This design comes from an exercise in tuning for small area, a short achievable clock period and few clock cycles on the open sky130 flow, not from production work. In this exercise RTL edits were held to simulation tests only and were not proved equivalent to the original. Power figures rest on the tool's default switching activity, not on a simulated workload.

==> juniper <==
Design mips32Top, start of the top module:
module mips32Top (
	input logic clk,
	input logic rst,
	input logic [31:0] inst,
	input logic instValid,
	output logic instReady,
	output logic regWrite,
	output logic [4:0] regAddr,
	output logic [31:0] regData,
	output logic memWr,
	output logic [6-1:0] memAddr,
	output logic [31:0] memData
);
	logic rdRegWe, rdLoad, rdStore, rdUseImm, rdSignExt;
	pipePkg::aluCtl_t rdAluCtl;
	logic [4:0] rdDest;
	logic [4:0] rsAddr, rtAddr;
	logic [31:0] rfRsData, rfRtData;
	logic fwd1A, fwd1B, fwd2A, fwd2B;
	logic hold;  
	logic idValid, idRegWe, idLoad, idStore, idUseImm, idSignExt;
	pipePkg::aluCtl_t idAluCtl;
	logic [4:0] idDest, idRs, idRt;
	logic [15:0] idImm;
	logic [7:0] idImmInc;
	logic [31:0] idRsValue, idRtValue;
	logic idFwd1A, idFwd1B, idFwd2A, idFwd2B;
	logic [31:0] idImmExt, idA, idB;
	logic [7:0] addrNear, addrFar, byteAddr;
	logic exRegWe, exLoad, exStore;
	pipePkg::aluCtl_t exAluCtl;
	logic [4:0] exDest;
	logic [31:0] exA, exB;
	logic [64-1:0] exSel;
	logic [6-1:0] exAddr;
	logic [31:0] aluResult, loadData, exResult;
	logic [7:0] csaSum, csaCarry, addrArith, addrLogic;
	logic lt;
	logic wbRegWe;
	logic [4:0] wbDest;
	logic [31:0] wbData;
	logic ready;
	assign instReady = ready;
	fetchDecode fetchDecode (
		.inst,
		.regWe (rdRegWe), .isLoad (rdLoad), .isStore (rdStore), .useImm (rdUseImm),
		.signExt (rdSignExt), .aluCtl (rdAluCtl), .dest (rdDest)
	);
	assign rsAddr = hold ? idRs : inst[25:21];
	assign rtAddr = hold ? idRt : inst[20:16];
	registerFile registerFile (
		.clk, .rst,
		.rsAddr, .rtAddr,
		.wrAddr (wbDest), .wrEn (wbRegWe), .wrData (wbData),
		.rsData (rfRsData), .rtData (rfRtData)
	);
	assign fwd1A = !hold && idRegWe && idDest == rsAddr;
  ...
Settings: LEC_CHECK=0, CAP_MARGIN=20, CORE_MARGIN=2, CORE_UTILIZATION=40, CTS_CLUSTER_DIAMETER=100, CTS_CLUSTER_SIZE=25, SLEW_MARGIN=20; clock period 6.0 ns.
standard.sh (not shown) runs the stock make flow with config.mk's settings and CLKGATE_MAP_FILE= SYNTH_SCRIPT=/design/flow/synth_recipe.tcl, a recipe that flattens the netlist after the stock synthesis.
==> flow/flow/run.sh <==
#!/bin/bash
set -euo pipefail
bash standard.sh synth floorplan place > flow_synth_to_place.log 2>&1
SETUP_SLACK_MARGIN=3.4 TNS_END_PERCENT=20 bash standard.sh finish > flow_cts_to_finish.log 2>&1
==> inputs of harbor, as changes to juniper <==
--- a/flow/design.v
+++ b/flow/design.v
@@ -110,59 +110,88 @@
 			default: ;
 		endcase
 	end
 	assign regWe = writes && dest != 5'd0;
 endmodule
 `timescale 1ns/10ps
+module pgCombine (
+	input logic gHi,
+	input logic pHi,
+	input logic gLo,
+	input logic pLo,
+	output logic g,
+	output logic p
+);
+	assign g = gHi | (pHi & gLo);
+	assign p = pHi & pLo;
+endmodule
+module gCombine (
+	input logic gHi,
+	input logic pHi,
+	input logic gLo,
+	output logic g
+);
+	assign g = gHi | (pHi & gLo);
+endmodule
 module prefixAdder #(
 	parameter int W = 32,
 	parameter int L = 5  
 ) (
 	input logic [W-1:0] a,
 	input logic [W-1:0] b,
 	input logic cin,
-	output logic [W-1:0] sum
+	output logic [W-1:0] sum,
+	output logic cTop  
 );
 	logic [L:0][W-1:0] g, p;
-	logic [W:0] c;
-	assign g[0] = a & b;
-	assign p[0] = a ^ b;
+	logic [W-1:0] c;
+	assign g[0] = {a[W-1:1] & b[W-1:1], (a[0] & b[0]) | ((a[0] | b[0]) & cin)};
+	assign p[0] = a | b;
 	for (genvar l = 1; l <= L; l++) begin : g_lvl
 		for (genvar i = 0; i < W; i++) begin : g_bit
-			if (i >= (1 << (l - 1))) begin : g_op
-				assign g[l][i] = g[l-1][i] | (p[l-1][i] & g[l-1][i - (1 << (l - 1))]);
-				assign p[l][i] = p[l-1][i] & p[l-1][i - (1 << (l - 1))];
+			if (i >= (1 << (l - 1)) && l < L) begin : g_op
+				pgCombine node (
+					.gHi (g[l-1][i]), .pHi (p[l-1][i]),
+					.gLo (g[l-1][i - (1 << (l - 1))]), .pLo (p[l-1][i - (1 << (l - 1))]),
+					.g (g[l][i]), .p (p[l][i])
+				);
+			end else if (i >= (1 << (l - 1))) begin : g_last
+				gCombine node (
+					.gHi (g[l-1][i]), .pHi (p[l-1][i]),
+					.gLo (g[l-1][i - (1 << (l - 1))]),
+					.g (g[l][i])
+				);
+				assign p[l][i] = 1'b0;
 			end else begin : g_pass
 				assign g[l][i] = g[l-1][i];
 				assign p[l][i] = p[l-1][i];
 			end
 		end
 	end
-	assign c[0] = cin;
-	for (genvar i = 0; i < W; i++) begin : g_c
-		assign c[i+1] = g[L][i] | (p[L][i] & cin);
-	end
-	assign sum = p[0] ^ c[W-1:0];
+	assign c = {g[L][W-2:0], cin};
+	assign sum = a ^ b ^ c;
+	assign cTop = c[W-1];
 endmodule
 module executeStage (
 	input logic [31:0] opA,
-	input logic [31:0] opB,  
+	input logic [31:0] opB,
 	input pipePkg::aluCtl_t aluCtl,
-	output logic [31:0] aluResult,
-	output logic lt
+	output logic [31:0] aluResult
 );
-	logic [31:0] sum;
+	logic [31:0] opBx, sum;
+	logic lt, cTop;
+	assign opBx = opB ^ {32{aluCtl.sub}};
 	prefixAdder #(.W(32)) adder (
-		.a (opA), .b (opB), .cin (aluCtl.sub), .sum
+		.a (opA), .b (opBx), .cin (aluCtl.sub), .sum, .cTop
 	);
-	assign lt = (opA[31] ^ !opB[31]) ? opA[31] : sum[31];
+	assign lt = (opA[31] ^ opB[31]) ? opA[31] : !cTop;
 	always_comb begin
-		if (aluCtl.slt) aluResult = {31'd0, lt};
+		if (!(aluCtl.slt || aluCtl.andOp || aluCtl.orOp)) aluResult = sum;
+		else if (aluCtl.slt) aluResult = {31'd0, lt};
 		else if (aluCtl.andOp) aluResult = opA & opB;
-		else if (aluCtl.orOp) aluResult = opA | opB;
-		else aluResult = sum;
+		else aluResult = opA | opB;
 	end
 endmodule
 `timescale 1ns/10ps
 module dataMemory (
 	input logic clk,
 	input logic rst,
@@ -177,16 +206,33 @@
 	for (genvar i = 0; i < 64; i++) begin : g_word
 		always_ff @(posedge clk) begin
 			if (rst || (wrEn && sel[i]))
 				mem[i] <= wrVal;
 		end
 	end
+	logic [7:0][31:0] groupData;
+	for (genvar gi = 0; gi < 8; gi++) begin : g_grp
+		readGroup8 grp (
+			.sel (sel[gi*8 +: 8]), .words (mem[gi*8 +: 8]), .data (groupData[gi])
+		);
+	end
 	always_comb begin
 		rdData = '0;
-		for (int i = 0; i < 64; i++)
-			rdData |= mem[i] & {32{sel[i]}};
+		for (int i = 0; i < 8; i++)
+			rdData |= groupData[i];
+	end
+endmodule
+module readGroup8 (
+	input logic [7:0] sel,
+	input logic [7:0][31:0] words,
+	output logic [31:0] data
+);
+	always_comb begin
+		data = '0;
+		for (int i = 0; i < 8; i++)
+			data |= words[i] & {32{sel[i]}};
 	end
 endmodule
 `timescale 1ns/10ps
 module mips32Top (
 	input logic clk,
 	input logic rst,
@@ -208,26 +254,25 @@
 	logic fwd1A, fwd1B, fwd2A, fwd2B;
 	logic hold;  
 	logic idValid, idRegWe, idLoad, idStore, idUseImm, idSignExt;
 	pipePkg::aluCtl_t idAluCtl;
 	logic [4:0] idDest, idRs, idRt;
 	logic [15:0] idImm;
-	logic [7:0] idImmInc;
 	logic [31:0] idRsValue, idRtValue;
 	logic idFwd1A, idFwd1B, idFwd2A, idFwd2B;
-	logic [31:0] idImmExt, idA, idB;
+	logic [31:0] idImmExt, idA, idB, exANext, exBNext;
+	logic fwdLoadA, fwdAluA, fwdLoadB, fwdAluB;
 	logic [7:0] addrNear, addrFar, byteAddr;
 	logic exRegWe, exLoad, exStore;
 	pipePkg::aluCtl_t exAluCtl;
 	logic [4:0] exDest;
 	logic [31:0] exA, exB;
 	logic [64-1:0] exSel;
 	logic [6-1:0] exAddr;
 	logic [31:0] aluResult, loadData, exResult;
-	logic [7:0] csaSum, csaCarry, addrArith, addrLogic;
-	logic lt;
+	logic [7:0] bx, csaSum, csaCarry, addrArith, addrLogic;
 	logic wbRegWe;
 	logic [4:0] wbDest;
 	logic [31:0] wbData;
 	logic ready;
 	assign instReady = ready;
 	fetchDecode fetchDecode (
@@ -253,14 +298,14 @@
 			ready <= 1'b1;
 			idValid <= 1'b0;
 			idRegWe <= 1'b0;
 			idLoad <= 1'b0;
 			idStore <= 1'b0;
 		end else if (!hold) begin
-			hold <= instValid && (rdLoad || rdStore) && fwd1A && idLoad;
-			ready <= !(instValid && (rdLoad || rdStore) && fwd1A && idLoad);
+			hold <= instValid && (rdLoad || rdStore) && fwd1A && (idLoad || idAluCtl.slt);
+			ready <= !(instValid && (rdLoad || rdStore) && fwd1A && (idLoad || idAluCtl.slt));
 			idValid <= instValid;
 			idRegWe <= instValid && rdRegWe;
 			idLoad <= instValid && rdLoad;
 			idStore <= instValid && rdStore;
 		end else begin
 			hold <= 1'b0;
@@ -273,25 +318,38 @@
 			idSignExt <= rdSignExt;
 			idAluCtl <= rdAluCtl;
 			idDest <= rdDest;
 			idRs <= inst[25:21];
 			idRt <= inst[20:16];
 			idImm <= inst[15:0];
-			idImmInc <= inst[7:0] + 8'd1;
 		end
 		idRsValue <= rfRsData;
 		idRtValue <= rfRtData;
 		idFwd1A <= fwd1A;
 		idFwd1B <= fwd1B;
 		idFwd2A <= fwd2A;
 		idFwd2B <= fwd2B;
 	end
 	assign idImmExt = {{16{idSignExt && idImm[15]}}, idImm};
 	assign idA = idFwd2A ? wbData : idRsValue;
 	assign idB = idFwd2B ? wbData : idRtValue;
-	prefixAdder #(.W(8), .L(3)) addNear (.a (idA[7:0]), .b (idImm[7:0]), .cin (1'b0), .sum (addrNear));
+	prefixAdder #(.W(8), .L(3)) addNear (
+		.a (idA[7:0]), .b (idImm[7:0]), .cin (1'b0), .sum (addrNear), .cTop ()
+	);
+	assign fwdLoadA = idFwd1A && exLoad;
+	assign fwdAluA = idFwd1A && !exLoad;
+	assign fwdLoadB = idFwd1B && !idUseImm && exLoad;
+	assign fwdAluB = idFwd1B && !idUseImm && !exLoad;
+	fwdSelect selA (
+		.k1 (fwdLoadA), .d1 (loadData), .k2 (fwdAluA), .d2 (aluResult),
+		.k3 (!idFwd1A), .d3 (idA), .y (exANext)
+	);
+	fwdSelect selB (
+		.k1 (fwdLoadB), .d1 (loadData), .k2 (fwdAluB), .d2 (aluResult),
+		.k3 (!(idFwd1B && !idUseImm)), .d3 (idUseImm ? idImmExt : idB), .y (exBNext)
+	);
 	always_ff @(posedge clk) begin
 		if (rst) begin
 			exRegWe <= 1'b0;
 			exStore <= 1'b0;
 		end else begin
 			exRegWe <= idRegWe && !hold;
@@ -299,40 +357,45 @@
 		end
 	end
 	always_ff @(posedge clk) begin
 		exLoad <= idLoad;
 		exAluCtl <= idAluCtl;
 		exDest <= idDest;
-		exA <= idFwd1A ? exResult : idA;
-		exB <= (idUseImm ? idImmExt : idFwd1B ? exResult : idB) ^ {32{idAluCtl.sub}};
+		exA <= exANext;
+		exB <= exBNext;
 	end
-	assign csaSum = exA[7:0] ^ exB[7:0] ^ idImm[7:0];
-	assign csaCarry = {(exA[6:0] & exB[6:0]) | (exA[6:0] & idImm[6:0]) | (exB[6:0] & idImm[6:0]),
+	assign bx = exB[7:0] ^ {8{exAluCtl.sub}};
+	assign csaSum = exA[7:0] ^ bx ^ idImm[7:0];
+	assign csaCarry = {(exA[6:0] & bx[6:0]) | (exA[6:0] & idImm[6:0]) | (bx[6:0] & idImm[6:0]),
 		exAluCtl.sub};
-	prefixAdder #(.W(8), .L(3)) addArith (.a (csaSum), .b (csaCarry), .cin (1'b0), .sum (addrArith));
+	prefixAdder #(.W(8), .L(3)) addArith (
+		.a (csaSum), .b (csaCarry), .cin (1'b0), .sum (addrArith), .cTop ()
+	);
 	prefixAdder #(.W(8), .L(3)) addLogic (
 		.a (exAluCtl.andOp ? (exA[7:0] & exB[7:0]) : (exA[7:0] | exB[7:0])),
-		.b (idImm[7:0]), .cin (1'b0), .sum (addrLogic)
+		.b (idImm[7:0]), .cin (1'b0), .sum (addrLogic), .cTop ()
 	);
-	assign addrFar = exAluCtl.slt ? (lt ? idImmInc : idImm[7:0]) :
-		(exAluCtl.andOp || exAluCtl.orOp) ? addrLogic : addrArith;
+	assign addrFar = (exAluCtl.andOp || exAluCtl.orOp) ? addrLogic : addrArith;
 	assign byteAddr = idFwd1A ? addrFar : addrNear;
 	always_ff @(posedge clk) begin
 		exAddr <= byteAddr[7:2];
 		for (int i = 0; i < 64; i++)
 			exSel[i] <= byteAddr[7:2] == i;
 	end
 	executeStage executeStage (
-		.opA (exA), .opB (exB), .aluCtl (exAluCtl), .aluResult, .lt
+		.opA (exA), .opB (exB), .aluCtl (exAluCtl), .aluResult
 	);
 	dataMemory dataMemory (
 		.clk, .rst,
 		.wrEn (exStore), .sel (exSel), .wrData (exB),
 		.rdData (loadData)
 	);
-	assign exResult = exLoad ? loadData : aluResult;
+	fwdSelect selResult (
+		.k1 (exLoad), .d1 (loadData), .k2 (!exLoad), .d2 (aluResult),
+		.k3 (1'b0), .d3 (32'd0), .y (exResult)
+	);
 	always_ff @(posedge clk) begin
 		if (rst) begin
 			regWrite <= 1'b0;
 			wbRegWe <= 1'b0;
 			memWr <= 1'b0;
 		end else begin
@@ -347,6 +410,17 @@
 		wbDest <= exDest;
 		wbData <= exResult;
 		memAddr <= exAddr;
 		memData <= exB;
 	end
 endmodule
+module fwdSelect (
+	input logic k1,
+	input logic [31:0] d1,
+	input logic k2,
+	input logic [31:0] d2,
+	input logic k3,
+	input logic [31:0] d3,
+	output logic [31:0] y
+);
+	assign y = ({32{k1}} & d1) | ({32{k2}} & d2) | ({32{k3}} & d3);
+endmodule
==> flow/flow/run.sh (replaced) <==
#!/bin/bash
# The standard ORFS layout in two parts.
# 2. Clock tree, routing and finish, with timing repair aiming past the clock period; the repair
#    before placement, without wire estimates, is not given the margin.
set -euo pipefail
ADDER_MAP_FILE= bash standard.sh synth floorplan place > flow_synth_to_place.log 2>&1
SETUP_SLACK_MARGIN=2.6 TNS_END_PERCENT=100 bash standard.sh finish > flow_cts_to_finish.log 2>&1
- SYNTH_HIERARCHICAL: default -> 1
- SYNTH_MINIMUM_KEEP_SIZE: default -> 0
==> inputs of tundra, as changes to juniper <==
--- a/flow/design.v
+++ b/flow/design.v
@@ -110,41 +110,67 @@
 			default: ;
 		endcase
 	end
 	assign regWe = writes && dest != 5'd0;
 endmodule
 `timescale 1ns/10ps
+module pgCombine (
+	input logic gHi,
+	input logic pHi,
+	input logic gLo,
+	input logic pLo,
+	output logic g,
+	output logic p
+);
+	assign g = gHi | (pHi & gLo);
+	assign p = pHi & pLo;
+endmodule
+module gCombine (
+	input logic gHi,
+	input logic pHi,
+	input logic gLo,
+	output logic g
+);
+	assign g = gHi | (pHi & gLo);
+endmodule
 module prefixAdder #(
 	parameter int W = 32,
 	parameter int L = 5  
 ) (
 	input logic [W-1:0] a,
 	input logic [W-1:0] b,
 	input logic cin,
 	output logic [W-1:0] sum
 );
 	logic [L:0][W-1:0] g, p;
-	logic [W:0] c;
-	assign g[0] = a & b;
-	assign p[0] = a ^ b;
+	logic [W-1:0] c;
+	assign g[0] = {a[W-1:1] & b[W-1:1], (a[0] & b[0]) | ((a[0] | b[0]) & cin)};
+	assign p[0] = a | b;
 	for (genvar l = 1; l <= L; l++) begin : g_lvl
 		for (genvar i = 0; i < W; i++) begin : g_bit
-			if (i >= (1 << (l - 1))) begin : g_op
-				assign g[l][i] = g[l-1][i] | (p[l-1][i] & g[l-1][i - (1 << (l - 1))]);
-				assign p[l][i] = p[l-1][i] & p[l-1][i - (1 << (l - 1))];
+			if (i >= (1 << (l - 1)) && l < L) begin : g_op
+				pgCombine node (
+					.gHi (g[l-1][i]), .pHi (p[l-1][i]),
+					.gLo (g[l-1][i - (1 << (l - 1))]), .pLo (p[l-1][i - (1 << (l - 1))]),
+					.g (g[l][i]), .p (p[l][i])
+				);
+			end else if (i >= (1 << (l - 1))) begin : g_last
+				gCombine node (
+					.gHi (g[l-1][i]), .pHi (p[l-1][i]),
+					.gLo (g[l-1][i - (1 << (l - 1))]),
+					.g (g[l][i])
+				);
+				assign p[l][i] = 1'b0;
 			end else begin : g_pass
 				assign g[l][i] = g[l-1][i];
 				assign p[l][i] = p[l-1][i];
 			end
 		end
 	end
-	assign c[0] = cin;
-	for (genvar i = 0; i < W; i++) begin : g_c
-		assign c[i+1] = g[L][i] | (p[L][i] & cin);
-	end
-	assign sum = p[0] ^ c[W-1:0];
+	assign c = {g[L][W-2:0], cin};
+	assign sum = a ^ b ^ c;
 endmodule
 module executeStage (
 	input logic [31:0] opA,
 	input logic [31:0] opB,  
 	input pipePkg::aluCtl_t aluCtl,
 	output logic [31:0] aluResult,
@@ -153,16 +179,16 @@
 	logic [31:0] sum;
 	prefixAdder #(.W(32)) adder (
 		.a (opA), .b (opB), .cin (aluCtl.sub), .sum
 	);
 	assign lt = (opA[31] ^ !opB[31]) ? opA[31] : sum[31];
 	always_comb begin
-		if (aluCtl.slt) aluResult = {31'd0, lt};
+		if (!(aluCtl.slt || aluCtl.andOp || aluCtl.orOp)) aluResult = sum;
+		else if (aluCtl.slt) aluResult = {31'd0, lt};
 		else if (aluCtl.andOp) aluResult = opA & opB;
-		else if (aluCtl.orOp) aluResult = opA | opB;
-		else aluResult = sum;
+		else aluResult = opA | opB;
 	end
 endmodule
 `timescale 1ns/10ps
 module dataMemory (
 	input logic clk,
 	input logic rst,
@@ -208,13 +234,12 @@
 	logic fwd1A, fwd1B, fwd2A, fwd2B;
 	logic hold;  
 	logic idValid, idRegWe, idLoad, idStore, idUseImm, idSignExt;
 	pipePkg::aluCtl_t idAluCtl;
 	logic [4:0] idDest, idRs, idRt;
 	logic [15:0] idImm;
-	logic [7:0] idImmInc;
 	logic [31:0] idRsValue, idRtValue;
 	logic idFwd1A, idFwd1B, idFwd2A, idFwd2B;
 	logic [31:0] idImmExt, idA, idB;
 	logic [7:0] addrNear, addrFar, byteAddr;
 	logic exRegWe, exLoad, exStore;
 	pipePkg::aluCtl_t exAluCtl;
@@ -253,14 +278,14 @@
 			ready <= 1'b1;
 			idValid <= 1'b0;
 			idRegWe <= 1'b0;
 			idLoad <= 1'b0;
 			idStore <= 1'b0;
 		end else if (!hold) begin
-			hold <= instValid && (rdLoad || rdStore) && fwd1A && idLoad;
-			ready <= !(instValid && (rdLoad || rdStore) && fwd1A && idLoad);
+			hold <= instValid && (rdLoad || rdStore) && fwd1A && (idLoad || idAluCtl.slt);
+			ready <= !(instValid && (rdLoad || rdStore) && fwd1A && (idLoad || idAluCtl.slt));
 			idValid <= instValid;
 			idRegWe <= instValid && rdRegWe;
 			idLoad <= instValid && rdLoad;
 			idStore <= instValid && rdStore;
 		end else begin
 			hold <= 1'b0;
@@ -273,13 +298,12 @@
 			idSignExt <= rdSignExt;
 			idAluCtl <= rdAluCtl;
 			idDest <= rdDest;
 			idRs <= inst[25:21];
 			idRt <= inst[20:16];
 			idImm <= inst[15:0];
-			idImmInc <= inst[7:0] + 8'd1;
 		end
 		idRsValue <= rfRsData;
 		idRtValue <= rfRtData;
 		idFwd1A <= fwd1A;
 		idFwd1B <= fwd1B;
 		idFwd2A <= fwd2A;
@@ -299,25 +323,28 @@
 		end
 	end
 	always_ff @(posedge clk) begin
 		exLoad <= idLoad;
 		exAluCtl <= idAluCtl;
 		exDest <= idDest;
-		exA <= idFwd1A ? exResult : idA;
-		exB <= (idUseImm ? idImmExt : idFwd1B ? exResult : idB) ^ {32{idAluCtl.sub}};
+		if (idFwd1A && exLoad) exA <= loadData;
+		else if (idFwd1A) exA <= aluResult;
+		else exA <= idA;
+		if (idFwd1B && !idUseImm && exLoad) exB <= loadData ^ {32{idAluCtl.sub}};
+		else if (idFwd1B && !idUseImm) exB <= aluResult ^ {32{idAluCtl.sub}};
+		else exB <= (idUseImm ? idImmExt : idB) ^ {32{idAluCtl.sub}};
 	end
 	assign csaSum = exA[7:0] ^ exB[7:0] ^ idImm[7:0];
 	assign csaCarry = {(exA[6:0] & exB[6:0]) | (exA[6:0] & idImm[6:0]) | (exB[6:0] & idImm[6:0]),
 		exAluCtl.sub};
 	prefixAdder #(.W(8), .L(3)) addArith (.a (csaSum), .b (csaCarry), .cin (1'b0), .sum (addrArith));
 	prefixAdder #(.W(8), .L(3)) addLogic (
 		.a (exAluCtl.andOp ? (exA[7:0] & exB[7:0]) : (exA[7:0] | exB[7:0])),
 		.b (idImm[7:0]), .cin (1'b0), .sum (addrLogic)
 	);
-	assign addrFar = exAluCtl.slt ? (lt ? idImmInc : idImm[7:0]) :
-		(exAluCtl.andOp || exAluCtl.orOp) ? addrLogic : addrArith;
+	assign addrFar = (exAluCtl.andOp || exAluCtl.orOp) ? addrLogic : addrArith;
 	assign byteAddr = idFwd1A ? addrFar : addrNear;
 	always_ff @(posedge clk) begin
 		exAddr <= byteAddr[7:2];
 		for (int i = 0; i < 64; i++)
 			exSel[i] <= byteAddr[7:2] == i;
 	end
==> flow/flow/run.sh (replaced) <==
#!/bin/bash
# The standard ORFS layout in two parts.
# 2. Clock tree, routing and finish, with timing repair aiming past the clock period; the repair
#    before placement, without wire estimates, is not given the margin.
set -euo pipefail
ADDER_MAP_FILE= bash standard.sh synth floorplan place > flow_synth_to_place.log 2>&1
SETUP_SLACK_MARGIN=2.6 TNS_END_PERCENT=100 bash standard.sh finish > flow_cts_to_finish.log 2>&1
- SYNTH_HIERARCHICAL: default -> 1
- SYNTH_MINIMUM_KEEP_SIZE: default -> 0
==> summary.txt <==
STA
  • Hold slack final: 0.285 ns
  • Clock period minus final worst setup slack: 4.06 ns

Min path
  • Launch point of the worst hold path: exB[11]

Power
  • Power per Cell Area: 354 nW/um^2
  • Cell-internal power: roughly 0.038 W
  • Maximum ir drop on the vdd rail: approximately 0.28 mV

Worst setup path
  • CP Launch Point: exB[8]
  • Sequence of cells on the critical path: inv_2 -> ha_4 -> nand4_1 -> buf_6 -> buf_12 -> nor4_4 -> a32oi_4 -> a21o_1 -> a31oi_2 -> o21a_1 -> o21ai_2 -> nand2_1 -> fa_2 -> buf_12 -> mux2i_2 -> o22ai_1 -> nor2_1 -> o21ai_2 -> nor3b_4 -> buf_8 -> clkbuf_16 -> nor3_2
  • Reg2reg end: exSel[50]

Route
  • Met2 WL: 270,000 um
  • Vias post-DR: about 100k

GRT
  • Met3 Resource Use GR: 0.151
  • Met1 GRT Util: 0.434

Yosys
  • Flip-flop cell with the highest count after synthesis: edfxtp_1
  • Synthesized area per cell: between 15 and 20 um^2
  • Compound-Gate Fraction of Synth Area: 0.149

Outcome
  • Result of the run: no timing/DRC/antenna violations
# the run above: juniper

==> summary.txt <==
Min path
  • Launch point of the worst hold path: exAddr[3]

Power
  • Power per Cell Area: 384 nW/um^2
  • Switching share of power: 0.334
  • Cell-internal power: about 0.04 W
  • Seq pwr: 0.0314 W
  • Maximum ir drop on the vdd rail: 0.242 mV

Cells and area
  • Leading registers by flop count: dataMemory.mem x2048, registerFile.regs x992, exSel x64
  • Multi-input gate area: 35,100 um^2

Worst setup path
  • Max stage delay cell, worst path: or4_4
  • Sequence of cells on the critical path: buf_16 -> a22o_1 -> a221oi_2 -> nand4_1 -> or4_4 -> mux2_4 -> mux2_4 -> mux2i_2 -> xnor2_1
  • Reg2reg end: exB[14]
  • CP Launch Point: exSel[35]

Outcome
  • Result of the run: no timing/DRC/antenna violations

Yosys
  • Synthesized area per cell: ~16 um^2

GRT
  • Met3 Resource Use GR: 0.106

Route
  • Detailed route wirelength on metal3: 71,100 um
  • Vias post-DR: 91,412

Clock tree
  • Number of hold-repair buffers added at the cts stage: 0

STA
  • Clock period minus final worst setup slack: 3.78 ns
# the run above: tundra

==> summary.txt <==
Power
  • Clk. pwr: 0.0134 W
  • Power per Cell Area: 375 nW/um^2
  • Portion of total power attributed to sequential cells: 0.543
  • Cell-internal power: between 0.03 and 0.04 W
  • Overall Power: 0.0571 W
  • Maximum ir drop on the vdd rail: 0.250 mV

Worst setup path
  • Reg2reg end: exSel[29]
  • Sequence of cells on the critical path: clkdlybuf4s50_1 -> mux2_4 -> nand2b_2 -> buf_8 -> nor2_1 -> a32oi_1 -> nand4_1 -> nor3_1 -> a21oi_1 -> buf_4

Yosys
  • Synthesized area per cell: roughly 16 um^2

GRT
  • Number of antenna violations at the first check in global routing: 49
  • Total congestion overflow after global routing: 0
  • Met1 GRT Util: 0.422

Outcome
  • Result of the run: no timing/DRC/antenna violations

STA
  • Hold slack final: around 0.36 ns

Clock tree
  • Number of cells upsized or downsized after cts: 214

Cells and area
  • Most common cell after layout, fill and taps aside: edfxtp_1
  • Area grow syn2layout: 13.6%
  • Sequential standard cell area: 98,300 um^2

Placement
  • DP Cell Count: 13,122

Floorplan
  • Die ar.: approximately 340,000 um^2

Route
  • Met2 WL: 261,000 um
# the run above: harbor

Testbench counts of juniper, summed over its fixed seeds: cycles 16,074.
Testbench counts of harbor, summed over its fixed seeds: cycles 16,129.
Testbench counts of tundra, summed over its fixed seeds: cycles 16,129.

## what the ideal ports hide
Ports are ideal in the flow. The routed layouts listed here were re-timed in OpenROAD.
Step 1: set_driving_cell puts a clkbuf_16 on clk and a buf_2 on each other input, an assumption about the parent block.
Step 2, shift: input delay + t, output delay - t, t = (earliest + latest rising clock arrival at the registers) / 2. This alone moves slack from input paths to output paths.
a / b / c = ideal / step 1 / step 2; a / b = the first two.
| run | t (ns) | setup slack, ns | clock arrival spread, ns | pins driven straight from the clock port |
|---|---|---|---|---|
| juniper | 1.026 | 1.938 / 1.938 / 1.924 | 0.101 / 0.101 | 1 |
| harbor | 1.047 | 2.517 / 2.475 / 1.566 | 0.111 / 0.112 | 1 |
| tundra | 1.011 | 2.222 / 2.222 / 1.541 | 0.120 / 0.120 | 1 |
After both steps every run listed still meets setup and hold. For harbor, which loses most, drivers alone change the setup slack by -0.042 ns; drivers and shift together by -0.951 ns.
